This is an optimization exercise on Yosys and OpenROAD, whose aim is small area, a short achievable clock period and few clock cycles, not a production implementation. The RTL was checked by simulation tests, not by an equivalence proof against the original design. No activity file was given, so power comes from the tool's default toggle rates.

==> flow/design.v <==
`timescale 1ns/1ps
package rvCorePkg;
    localparam int xLen = 32;
    localparam logic [6:0] opR     = 7'h33;
    localparam logic [6:0] opImm   = 7'h13;
    localparam logic [6:0] opLoad  = 7'h03;
    localparam logic [6:0] opStore = 7'h23;
endpackage
`timescale 1ns/1ps
module aluUnit (
    input  logic [31:0] a,
    input  logic [31:0] b,
    input  logic        sub,       
    input  logic        selSum,
    input  logic        selSlt,
    input  logic        selSltu,
    input  logic        selXor,
    input  logic        selOr,
    input  logic        selAnd,
    input  logic        selSll,
    input  logic        selSr,     
    input  logic        arith,     
    output logic [31:0] y
);
    logic [32:0] sum;
    logic        ltu;
    logic        lt;
    logic [4:0]  sh;
    logic [31:0] shIn;
    logic [31:0] shOut;
    logic [31:0] shRev;
    logic        fill;
    logic [31:0] bx, gen, prop;
    logic [31:0] gl [0:5];
    logic [31:0] pl [0:5];
    logic [32:0] carry;
    assign bx   = b ^ {32{sub}};
    assign gen  = a & bx;
    assign prop = a ^ bx;
    always_comb begin
        gl[0] = gen;
        pl[0] = prop;
        gl[0][0] = gen[0] | (prop[0] & sub);
        for (int l = 0; l < 5; l++) begin
            for (int i = 0; i < 32; i++) begin
                if (i >= (1 << l)) begin
                    gl[l+1][i] = gl[l][i] | (pl[l][i] & gl[l][i - (1 << l)]);
                    pl[l+1][i] = pl[l][i] & pl[l][i - (1 << l)];
                end else begin
                    gl[l+1][i] = gl[l][i];
                    pl[l+1][i] = pl[l][i];
                end
            end
        end
        carry = {gl[5], sub};
    end
    assign sum = {carry[32], prop ^ carry[31:0]};
    assign ltu = ~sum[32];
    assign lt  = (a[31] ^ b[31]) ? a[31] : sum[31];
    assign sh   = b[4:0];
    assign fill = arith & a[31];
    always_comb begin
        for (int i = 0; i < 32; i++) shIn[i] = selSll ? a[31-i] : a[i];
    end
    assign shOut = 32'($signed({fill, shIn}) >>> sh);
    always_comb begin
        for (int i = 0; i < 32; i++) shRev[i] = shOut[31-i];
    end
    assign y = ({32{selSum}} & sum[31:0])
             | ({32{selXor}} & (a ^ b))
             | ({32{selOr}}  & (a | b))
             | ({32{selAnd}} & (a & b))
             | ({32{selSr}}  & shOut)
             | ({32{selSll}} & shRev)
             | {31'd0, (selSlt & lt) | (selSltu & ltu)};
endmodule
`timescale 1ns/1ps
module regFile (
    input  logic        CLK,
    input  logic [31:1] rs1Sel,    
    input  logic [31:1] rs2Sel,
    output logic [31:0] rs1Data,
    output logic [31:0] rs2Data,
    input  logic        we,
    input  logic [4:0]  rd,
    input  logic [31:0] wdata
);
    logic [31:0] regs [1:31];
    always_comb begin
        rs1Data = '0;
        rs2Data = '0;
        for (int i = 1; i < 32; i++) begin
            rs1Data = rs1Data | ({32{rs1Sel[i]}} & regs[i]);
            rs2Data = rs2Data | ({32{rs2Sel[i]}} & regs[i]);
        end
    end
    always_ff @(posedge CLK) begin
        for (int i = 1; i < 32; i++) begin
            if (we && rd == 5'(i)) regs[i] <= wdata;
        end
    end
endmodule
`timescale 1ns/1ps
`timescale 1ns/1ps
`timescale 1ns/1ps
`timescale 1ns/1ps
`timescale 1ns/1ps
module rvCore #(
    parameter int addrBits = 10
) (
    input  logic                CLK,
    input  logic                rstN,
    input  logic [31:0]         instr,
    output logic [addrBits-1:0] instrAddr,
    output logic                ramWe,
    output logic [9:0]          ramAddr,    
    output logic [31:0]         ramWdata,
    input  logic [31:0]         ramRdata,
    output logic [31:0]         gpio
);
    logic [addrBits-1:0] pc;
    logic                stall;
    assign instrAddr = pc;
    always_ff @(posedge CLK) begin
        if (!rstN)       pc <= '0;
        else if (!stall) pc <= pc + 1'b1;
    end
    logic [31:7] dIr;
    logic        dR, dI, dL, dS;    
    always_ff @(posedge CLK) begin
        if (!rstN) begin
            {dR, dI, dL, dS} <= '0;
        end else if (!stall) begin
            dR <= instr[6:0] == rvCorePkg::opR;
            dI <= instr[6:0] == rvCorePkg::opImm;
            dL <= instr[6:0] == rvCorePkg::opLoad;
            dS <= instr[6:0] == rvCorePkg::opStore;
        end
    end
    logic [31:1] dSel1, dSel2;
    logic [4:0] nRs1, nRs2;
    assign nRs1 = stall ? dIr[19:15] : instr[19:15];
    assign nRs2 = stall ? dIr[24:20] : instr[24:20];
    always_ff @(posedge CLK) begin
        if (!stall) dIr <= instr[31:7];
    end
    always_ff @(posedge CLK) begin
        for (int i = 1; i < 32; i++) begin
            dSel1[i] <= nRs1 == 5'(i);
            dSel2[i] <= nRs2 == 5'(i);
        end
    end
    logic [4:0]  dRd, dRs1, dRs2;
    logic [2:0]  dF3;
    logic        dAlt;
    logic [11:0] dImmI;
    logic [9:0]  dImmS;
    logic        dUses1, dUses2, dWrites;
    assign dRd    = dIr[11:7];
    assign dF3    = dIr[14:12];
    assign dRs1   = dIr[19:15];
    assign dRs2   = dIr[24:20];
    assign dAlt   = dIr[30];
    assign dImmI  = dIr[31:20];
    assign dImmS  = {dIr[29:25], dIr[11:7]};
    assign dUses1 = dR | dI | dL | dS;
    assign dUses2 = dR | dS;
    assign dWrites = (dR | dI | dL) && dRd != 5'd0;
    logic        eWe, eLd, eSt;
    logic [4:0]  eRd;
    logic        mWe, mLd, mRamWe, mGpioWe;
    logic [4:0]  mRd;
    logic [31:0] mX;         
    logic [31:0] mFA, mFB;   
    logic [9:0]  mAddr;
    assign stall = eWe && eLd
                   && ((dUses1 && dRs1 == eRd) || (dUses2 && dRs2 == eRd));
    logic [31:0] rf1, rf2, mVal, dA, dB;
    assign mVal = mLd ? ramRdata : mX;
    regFile regs (
        .CLK(CLK), .rs1Sel(dSel1), .rs2Sel(dSel2), .rs1Data(rf1), .rs2Data(rf2),
        .we(mWe), .rd(mRd), .wdata(mVal)
    );
    logic dFwdA, dFwdB;
    assign dFwdA = dUses1 && eWe && !eLd && eRd == dRs1;
    assign dFwdB = dUses2 && eWe && !eLd && eRd == dRs2;
    always_comb begin
        if (dFwdA)                       dA = '0;
        else if (mWe && mRd == dRs1)     dA = mVal;
        else                             dA = rf1;
        if (dI || dL)                    dB = {{20{dImmI[11]}}, dImmI};
        else if (dFwdB)                  dB = '0;
        else if (mWe && mRd == dRs2)     dB = mVal;
        else                             dB = rf2;
    end
    logic [31:0] eA, eB;
    logic [9:0]  eImm;
    logic        eSub, eSelSum, eSelSlt, eSelSltu, eSelXor, eSelOr, eSelAnd;
    logic        eSelSll, eSelSr, eArith;
    always_ff @(posedge CLK) begin
        if (!rstN || stall) begin
            eWe <= 1'b0;
            eLd <= 1'b0;
            eSt <= 1'b0;
        end else begin
            eWe <= dWrites;
            eLd <= dL;
            eSt <= dS;
        end
    end
    always_ff @(posedge CLK) begin
        eRd   <= dRd;
        eA    <= dA;
        eB    <= dB;
        eImm  <= dS ? dImmS : dImmI[9:0];
        eSub     <= (dR && dF3 == 3'd0 && dAlt) || dF3 == 3'd2 || dF3 == 3'd3;
        eSelSum  <= dF3 == 3'd0;
        eSelSll  <= dF3 == 3'd1;
        eSelSlt  <= dF3 == 3'd2;
        eSelSltu <= dF3 == 3'd3;
        eSelXor  <= dF3 == 3'd4;
        eSelSr   <= dF3 == 3'd5;
        eSelOr   <= dF3 == 3'd6;
        eSelAnd  <= dF3 == 3'd7;
        eArith   <= dAlt && dF3 == 3'd5;
    end
    logic [31:0] opA, opB, aluY;
    logic [9:0]  eAddr;
    assign opA = eA | mFA;
    assign opB = eB | mFB;
    aluUnit alu (
        .a(opA), .b(opB), .sub(eSub),
        .selSum(eSelSum), .selSlt(eSelSlt), .selSltu(eSelSltu),
        .selXor(eSelXor), .selOr(eSelOr), .selAnd(eSelAnd),
        .selSll(eSelSll), .selSr(eSelSr), .arith(eArith),
        .y(aluY)
    );
    assign eAddr = opA[9:0] + eImm;
    always_ff @(posedge CLK) begin
        if (!rstN) begin
            mWe     <= 1'b0;
            mLd     <= 1'b0;
            mRamWe  <= 1'b0;
            mGpioWe <= 1'b0;
        end else begin
            mWe     <= eWe;
            mLd     <= eLd;
            mRamWe  <= eSt && eAddr != 10'd0;
            mGpioWe <= eSt && eAddr == 10'd0;
        end
    end
    always_ff @(posedge CLK) begin
        mRd   <= eRd;
        mAddr <= eAddr;
        mX    <= eSt ? opB : aluY;
        mFA   <= dFwdA ? aluY : '0;
        mFB   <= dFwdB ? aluY : '0;
    end
    assign ramWe    = mRamWe;
    assign ramAddr  = mAddr;
    assign ramWdata = mX;
    always_ff @(posedge CLK) begin
        if (!rstN)        gpio <= '0;
        else if (mGpioWe) gpio <= mX;
    end
endmodule
export LEC_CHECK = 0
export ABC_AREA = 1
export CAP_MARGIN = 20
export CELL_PAD_IN_SITES_DETAIL_PLACEMENT = 1
export CELL_PAD_IN_SITES_GLOBAL_PLACEMENT = 2
export CORE_MARGIN = 2
export CORE_UTILIZATION = 50
export CTS_CLUSTER_DIAMETER = 80
export CTS_CLUSTER_SIZE = 20
export PLACE_DENSITY = 0.45
export SETUP_SLACK_MARGIN = 5.0
export SLEW_MARGIN = 20
export TNS_END_PERCENT = 1
create_clock -name core_clock -period 7.0 [get_ports {CLK}]
standard.sh (not shown) runs the stock make flow with config.mk's settings and CLKGATE_MAP_FILE= SYNTH_SCRIPT=/design/flow/synth_recipe.tcl, a recipe that flattens the netlist after the stock synthesis.
==> flow/flow/run.sh <==
#!/bin/bash
# The standard layout (standard.sh, all ORFS steps from synthesis to finish)
# with one change: buffer_ports gives every input and output port a buf_2
# buffer instead of the delay cell (clkdlybuf4s50) it picks by default.
# ORFS writes each step's full log under orfs/logs/; make's own output goes
# to standard_make.log here.
set -euo pipefail
export BUFFER_PORTS_ARGS="-buffer_cell sky130_fd_sc_hd__buf_2"
bash standard.sh > standard_make.log 2>&1
Testbench counts at the start, summed over its fixed seeds: cycles 20,124.
Rerun with:
- CORE_UTILIZATION: 50 -> 55
- TNS_END_PERCENT: 1 -> 0
Outcome:
- The changed run ran to the end with no violations
- total power shrinks slightly
- maximum frequency shrinks by a few percent
- cell count shrinks slightly
- final area shrinks slightly
- routed wire length hardly moves
- area after synthesis does not change
- count of clock-buffer cells in the layout grows by 7
- register-to-register slack gets worse by 140 ps
Rerun with:
- CORE_UTILIZATION: 55 -> 30
- CTS_CLUSTER_DIAMETER: 80 -> not set
- CTS_CLUSTER_SIZE: 20 -> not set
After rerunning: Die area is higher by well over a third. Worst setup slack gains 170 ps. Design area increases by a little under a tenth.
Rerun with:
- CORE_UTILIZATION: 30 -> 45
- CTS_CLUSTER_DIAMETER: not set -> 80
- CTS_CLUSTER_SIZE: not set -> 20
Outcome:
- The new run finished clean
- utilization is higher by 16 points
- routed wire length came out lower by 14%
- count of clock-buffer cells in the layout goes down by 108
- non-clock buffer count goes up by 31
- global-route usage went up by 10 points

re-timing with driven ports:
Ports are ideal in the flow. The routed layouts listed here were re-timed in OpenROAD.
Step 1 assumes that a clkbuf_16 drives the clock port and a buf_2 every other input.
Step 2 moves the port delays by t, midway between the first and last clock arrival at a register: inputs arrive t later, outputs are due t later. That takes back most of the time a late clock gives input paths.
a / b / c = no drivers / after step 1 / after step 2; a / b = the first two.
run | t (ns) | setup WS [ns] | cell pins on the clock port's net
the first run | 0.794 | 3.958 / 3.958 / 3.607 | 1
the second run | 0.794 | 3.821 / 3.821 / 3.648 | 1
the third run | 0.926 | 3.988 / 3.988 / 3.370 | 1
the fourth run | 0.816 | 4.080 / 4.080 / 3.455 | 1
After both steps every run listed still meets setup and hold. The setup slack of the fourth run, which loses most, moves by 0.000 ns with the drivers and by -0.625 ns with both steps.
